Background: an optimization exercise with open tools, aiming at small area. Do not read the settings as production practice. In this exercise RTL edits were held to simulation tests only and were not proved equivalent to the original.

==> design/flow/design.v <==
`default_nettype none
package tunnel_pkg;
    localparam int NUM_ROWS = 120;
    localparam int NUM_COLS = 160;
    localparam logic [1:0] WALL_GAP   = 2'b00;
    localparam logic [1:0] WALL_LEFT  = 2'b01;
    localparam logic [1:0] WALL_RIGHT = 2'b10;
    localparam logic [1:0] WALL_EDGE  = 2'b11;
    typedef enum logic [1:0] {
        ST_INIT = 2'd0,
        ST_IDLE = 2'd1,
        ST_GEN  = 2'd2
    } state_e;
    function automatic logic [1:0] wall_code(input logic [7:0] ccol,
                                             input logic [7:0] left,
                                             input logic [7:0] right);
        logic [1:0] code;
        code = WALL_GAP;
        if ((ccol == left) || (ccol == right)) begin
            code = WALL_EDGE;
        end else if (ccol < left) begin
            code = WALL_LEFT;
        end else if (ccol > right) begin
            code = WALL_RIGHT;
        end
        wall_code = code;
    endfunction
endpackage
`default_nettype wire
`default_nettype none
module tunnel_row_ram (
    input  logic        clk_i,
    input  logic        we_i,
    input  logic [6:0]  waddr_i,     
    input  logic        wup_i,
    input  logic        wdn_i,
    input  logic [7:0]  wanchor_i,   
    input  logic [2:0]  rgrp_i,
    output logic [7:0]  ranchor_o,
    output logic [15:1] rup_o,
    output logic [15:1] rdn_o
);
    logic [7:0]  anchor_q [8];
    logic [15:1] up_q     [8];
    logic [15:1] dn_q     [8];
    always_ff @(posedge clk_i) begin
        for (int g = 0; g < 8; g++) begin
            for (int i = 1; i < 16; i++) begin
                if (we_i && waddr_i == 7'(g * 16 + i)) begin
                    up_q[g][i] <= wup_i;
                    dn_q[g][i] <= wdn_i;
                end
            end
            if (we_i && waddr_i == 7'(g * 16 + 15)) begin
                anchor_q[g] <= wanchor_i;
            end
        end
    end
    assign ranchor_o = anchor_q[rgrp_i];
    assign rup_o     = up_q[rgrp_i];
    assign rdn_o     = dn_q[rgrp_i];
endmodule
`default_nettype wire
`default_nettype none
import tunnel_pkg::*;
module tunnel_wall_gen (
    input  logic       clock,
    input  logic       rst,
    input  logic [9:0] Pixel_row,
    input  logic [9:0] Pixel_column,
    input  logic       run,
    input  logic [1:0] speed,
    input  logic [7:0] randomized_value,
    output logic [1:0] wall,
    output logic [7:0] probe_left,
    output logic [7:0] probe_right,
    output logic       ready
);
    localparam logic [7:0] INIT_L = 8'd48;
    localparam logic [7:0] INIT_R = 8'd111;
    logic       ready_q;     
    logic       gen_q;       
    logic [6:0] ptr_q;       
    logic [4:0] shr_q;       
    logic [2:0] frame_cnt_q;
    logic [7:0] top_l_q;     
    logic [1:0] code_q;
    logic       probe_hit_q;
    logic [7:0] rd_l_q;
    logic [7:0] rd_r_q;
    logic [1:0] wall_q;
    logic [7:0] probe_l_q;
    logic [7:0] probe_r_q;
    logic [4:0] w_shr_min;
    logic [7:0] w_width;
    assign w_shr_min = (shr_q > 5'd20) ? 5'd20 : shr_q;
    assign w_width   = 8'd64 - {2'b0, w_shr_min, 1'b0};
    logic w_up, w_dn;
    logic [7:0] w_new_l;
    assign w_up    = (randomized_value[1:0] == 2'b11) && ((top_l_q + w_width) != 8'd159);
    assign w_dn    = (randomized_value[1:0] == 2'b00) && (top_l_q != 8'd1);
    assign w_new_l = top_l_q + {{7{w_dn}}, w_up | w_dn};
    logic [6:0]  w_k;
    logic [7:0]  w_ccol;
    logic [7:0]  w_diff;      
    logic [2:0]  w_grp;
    logic [3:0]  w_j;
    logic [7:0]  w_anchor;
    logic [15:1] w_up_bits;
    logic [15:1] w_dn_bits;
    assign w_k    = Pixel_row[8:2];
    assign w_ccol = Pixel_column[9:2];
    assign w_diff = {4'b0, ptr_q[3:0]} - 8'd1 - {1'b0, w_k};
    assign w_grp  = ptr_q[6:4] + w_diff[6:4];
    assign w_j    = w_diff[3:0];
    tunnel_row_ram u_row_ram (
        .clk_i     (clock),
        .we_i      (gen_q),
        .waddr_i   (ptr_q),
        .wup_i     (w_up),
        .wdn_i     (w_dn),
        .wanchor_i (w_new_l),
        .rgrp_i    (w_grp),
        .ranchor_o (w_anchor),
        .rup_o     (w_up_bits),
        .rdn_o     (w_dn_bits)
    );
    logic        w_open;
    logic [5:0]  w_row_grp;
    logic        w_valid;
    logic [15:1] w_mask;
    logic [3:0]  w_nup, w_ndn;
    logic [7:0]  w_base;
    logic [4:0]  w_row_shr;
    logic [7:0]  w_rd_l;
    logic [7:0]  w_rd_r;
    assign w_open    = ~w_diff[7];
    assign w_row_grp = {1'b0, shr_q} + {{2{w_diff[7]}}, w_diff[7:4]};
    assign w_valid   = ready_q && !w_row_grp[5];
    always_comb begin
        for (int i = 1; i < 16; i++) begin
            w_mask[i] = (4'(i) > w_j) && (!w_open || 4'(i) < ptr_q[3:0]);
        end
        w_nup = '0;
        w_ndn = '0;
        for (int i = 1; i < 16; i++) begin
            w_nup = w_nup + {3'b0, w_mask[i] & w_up_bits[i]};
            w_ndn = w_ndn + {3'b0, w_mask[i] & w_dn_bits[i]};
        end
    end
    assign w_base    = w_open ? top_l_q : w_anchor;
    assign w_row_shr = (w_row_grp[4:0] > 5'd20) ? 5'd20 : w_row_grp[4:0];
    assign w_rd_l    = w_valid ? (w_base - {4'b0, w_nup} + {4'b0, w_ndn}) : INIT_L;
    assign w_rd_r    = w_valid ? (w_rd_l + 8'd63 - {2'b0, w_row_shr, 1'b0}) : INIT_R;
    logic w_frame_end;
    assign w_frame_end = (Pixel_row == 10'd479) && (Pixel_column == 10'd639);
    always_ff @(posedge clock) begin
        if (rst) begin
            ready_q     <= 1'b0;
            gen_q       <= 1'b0;
            ptr_q       <= 7'd0;
            shr_q       <= 5'd0;
            frame_cnt_q <= 3'd0;
            top_l_q     <= INIT_L;
        end else if (!ready_q) begin
            ptr_q <= ptr_q + 7'd1;
            if (ptr_q == 7'd127) begin
                ready_q <= 1'b1;
            end
        end else if (gen_q) begin
            gen_q   <= 1'b0;
            ptr_q   <= ptr_q + 7'd1;
            top_l_q <= w_new_l;
            if (ptr_q[3:0] == 4'd15 && shr_q != 5'd31) begin
                shr_q <= shr_q + 5'd1;
            end
        end else if (w_frame_end && run) begin
            if (frame_cnt_q >= (3'd7 >> speed)) begin
                frame_cnt_q <= 3'd0;
                gen_q       <= 1'b1;
            end else begin
                frame_cnt_q <= frame_cnt_q + 3'd1;
            end
        end
    end
    always_ff @(posedge clock) begin
        code_q      <= tunnel_pkg::wall_code(w_ccol, w_rd_l, w_rd_r);
        probe_hit_q <= (Pixel_row[9:2] == 8'd110) && (w_ccol == 8'd0);
        rd_l_q      <= w_rd_l;
        rd_r_q      <= w_rd_r;
    end
    always_ff @(posedge clock) begin
        if (rst) begin
            wall_q    <= WALL_GAP;
            probe_l_q <= INIT_L;
            probe_r_q <= INIT_R;
        end else begin
            wall_q <= ready_q ? code_q : WALL_GAP;
            if (ready_q && probe_hit_q) begin
                probe_l_q <= rd_l_q;
                probe_r_q <= rd_r_q;
            end
        end
    end
    assign wall        = wall_q;
    assign probe_left  = probe_l_q;
    assign probe_right = probe_r_q;
    assign ready       = ready_q;
endmodule
`default_nettype wire
==> design/flow/run.sh <==
#!/bin/bash
# synth_recipe.tcl (not shown) runs the flow's synth.tcl, then flattens the netlist and writes it again
# the make line also repeats each setting of config.mk as NAME=value (left out here)
make -C /OpenROAD-flow-scripts/flow DESIGN_CONFIG=/design/flow/config.mk WORK_HOME=/design/flow/orfs CLKGATE_MAP_FILE= SYNTH_SCRIPT=/design/flow/synth_recipe.tcl finish
==> design/flow/config.mk <==
export PLATFORM = sky130hd
export DESIGN_NAME = tunnel_wall_gen
export DESIGN_NICKNAME = tunnel_wall_gen
export VERILOG_FILES = /design/flow/design.v
export SDC_FILE = /design/flow/constraint.sdc
export NUM_CORES = 4
export LEC_CHECK = 0
export CAP_MARGIN = 20
export CORE_MARGIN = 2
export CORE_UTILIZATION = 40
export SLEW_MARGIN = 20
==> design/flow/constraint.sdc <==
create_clock -name core_clock -period 8.0 [get_ports {clock}]
set_input_delay 1.6000 -clock core_clock [delete_from_list [all_inputs] [get_ports {clock}]]
set_output_delay 1.6000 -clock core_clock [all_outputs]
set_load 0.01 [all_outputs]
==> results.json, run 1 <==
{
  "status": "complete, but fails checks",
  "violations": "negative setup slack",
  "overflow": 0,
  "worstSetupPathType": "in -> reg",
  "rsz0062_at_grt": "yes",
  "synth_edf_count": 304,
  "yosysSeqAreaShare": 0.579,
  "worst_pin_slew_ns": 1.10,
  "post-route-drc-count": 0,
  "endpoint": "code_q[1]",
  "clock_latency_ns": 0.58,
  "r2r_start": "ptr_q[0]",
  "dp_hpwl_um": 32800,
  "drt_iter0_drc": 998,
  "finalNetCount": 1880,
  "grtUsageTotal": 0.206,
  "hold_viol": 0,
  "die_width_um": 216,
  "fin_skew_ns": 0.0161,
  "critPathCaptureType": "flip-flop",
  "reg2reg_to": "code_q[1]",
  "relSlewSlack": 0.266,
  "start_kind": "input pin",
  "placed_cell_area_mm2": 0.0204,
  "cp_max_fo": 6,
  "initial_utilization": 0.405,
  "root_buffer": "clkbuf_16",
  "std_cell_rows": 77,
  "yosysUniqueCellTypes": 67,
  "antenna_found_initial": 1,
  "vias": 12800,
  "portBuffers": 45,
  "syn_inst": 1513,
  "routed_via_density": 5.43,
  "slowest_delay_ns": 0.57,
  "io_pins": 52,
  "grt_pass1_vias": 12700,
  "fin_crit_sh": 1.38,
  "syn_avg_cell_area_um2": 11.8,
  "arrival_ns": 11.52,
  "wire_per_inst_um": 20.4,
  "cts_buffer_depth": 3,
  "place.gp.congestion": 0.899,
  "tritoncts": "built",
  "slew_violations": 0,
  "core_area_mm2": 0.0442,
  "firstDrtPassIters": 5,
  "syn_to_final_growth_pct": 24.6,
  "dieArea_mm2": 0.0465,
  "min_path_type": "reg -> reg",
  "async_reset_ff_frac": 0,
  "clkSinkCount": 366,
  "setup_viol_count_final": 18,
  "finalWirelength_um": 48100,
  "die_h_um": 216,
  "final_layout_size_suffix_gt1_frac": 0.220,
  "synth_top_flop_cell": "edfxtp_1",
  "required_ns": 8.46,
  "crit_slowest_cell": "fa_1",
  "ys.warnings.count": 5,
  "cts_hold_buf": 0,
  "critical_path_buf_inv_count": 10,
  "syn_nets": 1660,
  "grt_max_degree": 108,
  "grt_pass1_wl_um": 73900,
  "netlist_area_mm2": 0.0179,
  "hold_path_startpoint": "rd_l_q[3]",
  "path_depth": 47,
  "fin_area_mm2": 0.0223,
  "clk_pin_slew_worst_paths_ns": 0.06,
  "cp_top_family": "adder cells",
  "numCtsBuffers": 40,
  "crit_start": "Pixel_row[2]",
  "cts_max_level": 2,
  "final.min_clock_period_ns": 11.06,
  "pre_cts_slack_ns": -4.32,
  "ff2ff_setup_slack_ns": -2.71,
  "ff2ff_path_depth": 48,
  "setup_ws_ns": -3.06,
  "drv_cap": 0,
  "max_freq_mhz": 90.4,
  "ys_seq_elements": 366,
  "ant_nets": 0,
  "fin_util": 0.505
}
==> tightest hold or removal path, delay by kind of cell, from the launching register on <==
family / cells / cell delay, ns
AOI/OAI and AO/OA: 1 / 0.05
DFF: 1 / 0.29
and+or+nand+nor: 1 / 0.04
==> sequential cells by signal (all words and copies together), names as in the netlist <==
name	flops
code_q	2
frame_cnt_q	3
gen_q	1
probe_hit_q	1
probe_l_q	8
probe_r_q	8
ptr_q	7
rd_l_q	8
rd_r_q	8
ready_q	1
shr_q	5
top_l_q	8
u_row_ram.anchor_q	64
u_row_ram.dn_q	120
u_row_ram.up_q	120
wall_q	2
==> how the worst min path moves through the flow <==
stage	endpoint	slack [ns]	cells after the start
after global placement	probe_l_q[6]	0.43	2
after floorplan	probe_l_q[4]	0.42	2
after global routing	probe_r_q[4]	0.45	2
final	probe_l_q[3]	0.43	2
after CTS	probe_l_q[3]	0.43	2
after detailed placement	probe_l_q[3]	0.43	2
==> cells in the mapped netlist, types with 11 or more instances <==
master      n  area, um2
buf_2      13       65.1
clkbuf_1   53        199
o21bai_1   11       82.6
a21oi_1    77        385
nand4_1    13       81.3
nand2b_1   15       93.8
nand2_1   154        578
and3_1     19        119
o21ai_0    57        285
nor3_1     17       85.1
a31oi_1    15       93.8
o21a_1     12       90.1
o211ai_1   13       97.6
nor2_1    198        743
ha_1       83       1040
inv_1      71        267
a21o_1     12       90.1
mux2i_1    33        330
nand3_1    45        225
mux4_2     20        450
xor2_1     17        149
fa_1       31        621
edfxtp_1  304       9130
nand3b_1   12       90.1
dfxtp_1    62       1240
xnor2_1    28        245
==> cells in the final DEF, fill, tap and decap left out, types with 9 or more instances in the layout <==
master / count
a21o_1: 12
mux4_2: 20
nand3_1: 45
nand2_1: 152
buf_4: 189
nor3_1: 17
nand4_1: 13
o211ai_1: 13
o21a_1: 12
nand3b_1: 12
and3_1: 16
mux2i_1: 33
dfxtp_1: 62
clkdlybuf4s50_1: 40
a21oi_1: 68
a221oi_1: 9
fa_1: 26
edfxtp_1: 304
o21bai_1: 10
a31oi_1: 15
xnor2_1: 22
nor2_1: 192
ha_1: 69
inv_2: 12
xor2_1: 17
buf_6: 11
o21ai_0: 51
ha_4: 13
inv_1: 60
clkbuf_16: 41
o22ai_1: 10
nand2b_1: 14
==> timing repair <==
action                     in CTS  in global routing
pin swaps                      44                 25
setup buffers                  16                 12
gates cloned                    3                  0
setup endpoints to repair      18                 18
gates resized for setup        57                 21
==> cell type report <==
cell class	count	area (um2)
antenna	1	2.50
clock buffer	49	1100
clock inverter	25	259
fill	3812	21900
inverter	73	277
multi-input combinational	995	7320
sequential	366	10400
tap	592	741
timing repair buffer	257	2260
==> kinds of logic after synthesis <==
logic type	share of synthesized area
XOR/XNOR	0.0233
AND/OR/NAND/NOR	0.127
flip-flops	0.579
AO/OA/AOI/OAI	0.0960
adder cells (fa/ha/maj)	0.0926
multiplexers	0.0473
buffers and inverters	0.0346
==> per-stage QoR <==
step	std cells	setup TNS (ns)	hold WS (ns)
floorplan	1513	-30.77	0.417
global placement	2254	-49.65	0.425
detailed placement	2254	-51.60	0.426
finish	2358	-29.17	0.433
global route	2357	-34.54	0.446
CTS	2346	-28.05	0.434
==> routing by layer <==
layer / GRT usage / wire length (um) / up-vias
met5: 0 / 0 / -
met4: 0.0692 / 1490 / 0
met3: 0.0351 / 2810 / 86
met2: 0.342 / 23200 / 403
met1: 0.274 / 20700 / 6362
li1: - / - / 5953
==> run 2, diff against run 1 <==
--- a/design/flow/design.v
+++ b/design/flow/design.v
@@ -78,16 +78,36 @@
 );
     localparam logic [7:0] INIT_L = 8'd48;
     localparam logic [7:0] INIT_R = 8'd111;
+    function automatic logic [1:0] fa(input logic a, input logic b, input logic c);
+        fa = {(a & b) | (a & c) | (b & c), a ^ b ^ c};
+    endfunction
+    function automatic logic [3:0] pop15(input logic [15:1] x);
+        logic [1:0] a0, a1, a2, a3, a4, b0, b1, c0, c1, c2, d0;
+        a0 = fa(x[1], x[2], x[3]);
+        a1 = fa(x[4], x[5], x[6]);
+        a2 = fa(x[7], x[8], x[9]);
+        a3 = fa(x[10], x[11], x[12]);
+        a4 = fa(x[13], x[14], x[15]);
+        b0 = fa(a0[0], a1[0], a2[0]);
+        b1 = fa(a3[0], a4[0], b0[0]);
+        c0 = fa(a0[1], a1[1], a2[1]);
+        c1 = fa(a3[1], a4[1], b0[1]);
+        c2 = fa(b1[1], c0[0], c1[0]);
+        d0 = fa(c0[1], c1[1], c2[1]);
+        pop15 = {d0[1], d0[0], c2[0], b1[0]};
+    endfunction
     logic       ready_q;     
     logic       gen_q;       
     logic [6:0] ptr_q;       
     logic [4:0] shr_q;       
     logic [2:0] frame_cnt_q;
     logic [7:0] top_l_q;     
-    logic [1:0] code_q;
+    logic [7:0] base_q;
+    logic [3:0] nup_q;
+    logic [3:0] ndn_q;
+    logic [4:0] row_shr_q;
+    logic [7:0] ccol_q;
     logic       probe_hit_q;
-    logic [7:0] rd_l_q;
-    logic [7:0] rd_r_q;
     logic [1:0] wall_q;
     logic [7:0] probe_l_q;
     logic [7:0] probe_r_q;
@@ -132,8 +152,6 @@
     logic [3:0]  w_nup, w_ndn;
     logic [7:0]  w_base;
     logic [4:0]  w_row_shr;
-    logic [7:0]  w_rd_l;
-    logic [7:0]  w_rd_r;
     assign w_open    = ~w_diff[7];
     assign w_row_grp = {1'b0, shr_q} + {{2{w_diff[7]}}, w_diff[7:4]};
     assign w_valid   = ready_q && !w_row_grp[5];
@@ -141,17 +159,36 @@
         for (int i = 1; i < 16; i++) begin
             w_mask[i] = (4'(i) > w_j) && (!w_open || 4'(i) < ptr_q[3:0]);
         end
-        w_nup = '0;
-        w_ndn = '0;
-        for (int i = 1; i < 16; i++) begin
-            w_nup = w_nup + {3'b0, w_mask[i] & w_up_bits[i]};
-            w_ndn = w_ndn + {3'b0, w_mask[i] & w_dn_bits[i]};
-        end
-    end
+    end
+    assign w_nup     = pop15(w_mask & w_up_bits);
+    assign w_ndn     = pop15(w_mask & w_dn_bits);
     assign w_base    = w_open ? top_l_q : w_anchor;
     assign w_row_shr = (w_row_grp[4:0] > 5'd20) ? 5'd20 : w_row_grp[4:0];
-    assign w_rd_l    = w_valid ? (w_base - {4'b0, w_nup} + {4'b0, w_ndn}) : INIT_L;
-    assign w_rd_r    = w_valid ? (w_rd_l + 8'd63 - {2'b0, w_row_shr, 1'b0}) : INIT_R;
+    always_ff @(posedge clock) begin
+        base_q      <= w_valid ? w_base : INIT_L;
+        nup_q       <= w_valid ? w_nup : 4'd0;
+        ndn_q       <= w_valid ? w_ndn : 4'd0;
+        row_shr_q   <= w_valid ? w_row_shr : 5'd0;
+        ccol_q      <= w_ccol;
+        probe_hit_q <= (Pixel_row[9:2] == 8'd110) && (w_ccol == 8'd0);
+    end
+    logic [7:0] w_rd_l;
+    logic [7:0] w_rd_r;
+    assign w_rd_l = base_q - {4'b0, nup_q} + {4'b0, ndn_q};
+    assign w_rd_r = w_rd_l + 8'd63 - {2'b0, row_shr_q, 1'b0};
+    always_ff @(posedge clock) begin
+        if (rst) begin
+            wall_q    <= WALL_GAP;
+            probe_l_q <= INIT_L;
+            probe_r_q <= INIT_R;
+        end else begin
+            wall_q <= ready_q ? tunnel_pkg::wall_code(ccol_q, w_rd_l, w_rd_r) : WALL_GAP;
+            if (ready_q && probe_hit_q) begin
+                probe_l_q <= w_rd_l;
+                probe_r_q <= w_rd_r;
+            end
+        end
+    end
     logic w_frame_end;
     assign w_frame_end = (Pixel_row == 10'd479) && (Pixel_column == 10'd639);
     always_ff @(posedge clock) begin
@@ -183,25 +220,6 @@
             end
         end
     end
-    always_ff @(posedge clock) begin
-        code_q      <= tunnel_pkg::wall_code(w_ccol, w_rd_l, w_rd_r);
-        probe_hit_q <= (Pixel_row[9:2] == 8'd110) && (w_ccol == 8'd0);
-        rd_l_q      <= w_rd_l;
-        rd_r_q      <= w_rd_r;
-    end
-    always_ff @(posedge clock) begin
-        if (rst) begin
-            wall_q    <= WALL_GAP;
-            probe_l_q <= INIT_L;
-            probe_r_q <= INIT_R;
-        end else begin
-            wall_q <= ready_q ? code_q : WALL_GAP;
-            if (ready_q && probe_hit_q) begin
-                probe_l_q <= rd_l_q;
-                probe_r_q <= rd_r_q;
-            end
-        end
-    end
     assign wall        = wall_q;
     assign probe_left  = probe_l_q;
     assign probe_right = probe_r_q;
==> results.json, run 2 <==
{
  "cts_hold_buf": 0,
  "synth_edf_count": 304,
  "critical_path_buf_inv_count": 5,
  "ant_nets": 0,
  "cp_max_fo": 21,
  "std_cell_rows": 78,
  "setup_ws_ns": 0.267,
  "worstSetupPathType": "in -> reg",
  "grt_pass1_wl_um": 71500,
  "setup_viol_count_final": 0,
  "worst_pin_slew_ns": 1.07,
  "rsz0062_at_grt": "no",
  "cp_top_family": "adder cells",
  "core_area_mm2": 0.0455,
  "finalWirelength_um": 46700,
  "syn_nets": 1699,
  "portBuffers": 45,
  "fin_tns_setup_ns": 0,
  "slowest_delay_ns": 0.55,
  "place.gp.congestion": 0.841,
  "yosysUniqueCellTypes": 76,
  "die_h_um": 219,
  "tritoncts": "built",
  "clkSinkCount": 377,
  "cts.repair.resized": 0,
  "start_kind": "input pin",
  "syn_inst": 1558,
  "grt_max_degree": 98,
  "final_cell_mix": "edfxtp_1, nor2_1, nand2_1, inv_1",
  "overflow": 0,
  "ys_seq_elements": 377,
  "initial_utilization": 0.406,
  "synth_top_area_frac": 0.495,
  "crit_slowest_cell": "fa_1",
  "fillers": 4076,
  "cts_max_level": 2,
  "synthTopCellsByCount": "edfxtp_1, nor2_1, nand2_1",
  "antenna_cells": 0,
  "clock_latency_ns": 0.55,
  "netlist_area_mm2": 0.0184,
  "async_reset_ff_frac": 0,
  "min_path_type": "reg -> reg",
  "finalNetCount": 1787,
  "fin_skew_ns": 0.0174,
  "dp_hpwl_um": 30800,
  "largestRegisters": "u_row_ram.dn_q (120), u_row_ram.up_q (120), u_row_ram.anchor_q (64)",
  "post-route-drc-count": 0,
  "arrival_ns": 8.16,
  "die_width_um": 219,
  "path_depth": 24,
  "yosys.area.top_type": "edfxtp_1",
  "vias": 12500,
  "slew_violations": 0,
  "dieArea_mm2": 0.0478,
  "hold_viol": 0,
  "fin_util": 0.471,
  "synthTopCellsByArea": "edfxtp_1, dfxtp_1, ha_1, nor2_1, fa_1",
  "grtUsageTotal": 0.196,
  "ff2ff_setup_slack_ns": 0.60,
  "drv_cap": 0,
  "yosysMostFrequentCell": "edfxtp_1",
  "ff2ff_path_depth": 25,
  "status": "finished clean",
  "grt_pass1_vias": 12400,
  "max_freq_mhz": 129,
  "syn_to_final_growth_pct": 16.0,
  "required_ns": 8.43,
  "clk_pin_slew_worst_paths_ns": 0.06,
  "root_buffer": "clkbuf_16",
  "antenna_found_initial": 0,
  "io_pins": 52,
  "synth_top_flop_cell": "edfxtp_1",
  "pre_cts_slack_ns": -0.450,
  "critPathCaptureType": "flip-flop",
  "relSlewSlack": 0.284,
  "path_cells": "clkdlybuf4s50_1 > ha_1 > fa_1 > nand2b_1 > a21oi_2 > xor2_2 > ha_4 > inv_1 > fa_4 > xor2_2 > o21ai_4 > and2_2 > buf_6 > buf_12 > mux2i_1 > a32oi_1 > o2111ai_1 > fa_1 > fa_1 > inv_1 > fa_1 > fa_1 > fa_1 > and2_1",
  "wire_per_inst_um": 20.5,
  "syn_avg_cell_area_um2": 11.8,
  "fin_crit_sh": 0.967,
  "cp_common_cell": "fa_1",
  "cts_buffer_depth": 3,
  "drt_iter0_drc": 1192,
  "final.min_clock_period_ns": 7.73,
  "firstDrtPassIters": 5,
  "numCtsBuffers": 39,
  "final_common_cell": "edfxtp_1",
  "routed_via_density": 5.50,
  "final_layout_size_suffix_gt1_frac": 0.122,
  "whs_path_depth": 2,
  "yosysSeqAreaShare": 0.574,
  "ys.warnings.count": 5,
  "cts_setup_buffers": 0
}
-- run 2: cell count changes in the layout (fill, tap and decap cells not counted), moves of 14 or more --
cell,previous run,this run
and2_1,7,26
buf_4,189,75
inv_1,60,82
nor2_1,192,215
o21ai_0,51,36
or3_1,2,16
-- run 2: area by class of cell --
cell class	count	area [um2]	area share
sequential	377	10600	0.495
multi-input combinational	1016	7280	0.340
timing repair buffer	128	1160	0.0540
clock buffer	52	1110	0.0517
tap	600	751	0.0351
inverter	84	320	0.0150
clock inverter	19	199	0.00930
-- run 2: cell families after synthesis --
logic type / after synthesis / share of synthesized area
DFF: 377 / 0.574
adders and majority gates: 108 / 0.0863
and+or+nand+nor: 546 / 0.130
muxes: 74 / 0.0589
xor gates and xnor gates: 41 / 0.0207
buffers and inverters: 165 / 0.0366
AOI/OAI and AO/OA: 247 / 0.0929
-- run 2: worst paths after layout --
kind	to	from
worst min register to register	probe_l_q[3]	probe_l_q[3]
worst max register to register	ndn_q[2]	ptr_q[1]
worst max-delay path	ndn_q[2]	Pixel_row[2]
worst min-delay path	probe_l_q[3]	probe_l_q[3]
-- run 2: per-stage QoR --
| step | cell area [um2] | std cells | hold WS [ns] |
|---|---|---|---|
| after floorplan | 18400 | 1558 | 0.462 |
| after global placement | 20000 | 2204 | 0.446 |
| after detailed placement | 20000 | 2204 | 0.448 |
| after CTS | 21300 | 2275 | 0.457 |
| after global routing | 21400 | 2276 | 0.487 |
| final | 21400 | 2276 | 0.457 |
-- run 2: metal layers --
metal,up-vias,routed length (um),part of all wire,global-route usage
li1,5832,-,-,-
met1,6208,20000,0.43,0.256
met2,403,22600,0.48,0.333
met3,79,2820,0.060,0.0324
met4,0,1270,0.027,0.0604
met5,-,0,0,0
-- run 2: worst min-delay path: cells and delay by family (launching register included) --
family,cells,cell delay (ns)
DFF,1,0.31
and+or+nand+nor,1,0.05
AOI/OAI and AO/OA,1,0.05

-- static timing again, ports no longer ideal --
In the flow no input, the clock included, has a driving cell. The finished layouts below were timed again as built, in two steps.
Step 1 assumes that a clkbuf_16 drives the clock port and a buf_2 every other input.
Step 2 adds t to the input delays and takes it off the output delays; t is the mean of the earliest and latest rising clock arrival at the registers after step 1. Input paths then give back, and output paths get back, about the clock's delay inside the block.
Three values: ideal, step 1, step 2; two values: the first two.
run	t, ns	slack for setup (ns)	latest minus earliest clock arrival (ns)	slew at the worst register clock pin (ns)	pins driven straight from the clock port
run 1	0.625	-3.060 / -3.055 / -3.679	0.017 / 0.017	0.06 / 0.06	1
run 2	0.593	0.267 / 0.292 / -0.302	0.019 / 0.019	0.06 / 0.06	1
Met with ideal ports but missed after step 2: setup timing in run 2. For run 1, which loses most, drivers alone change the setup slack by +0.005 ns; drivers and shift together by -0.619 ns.
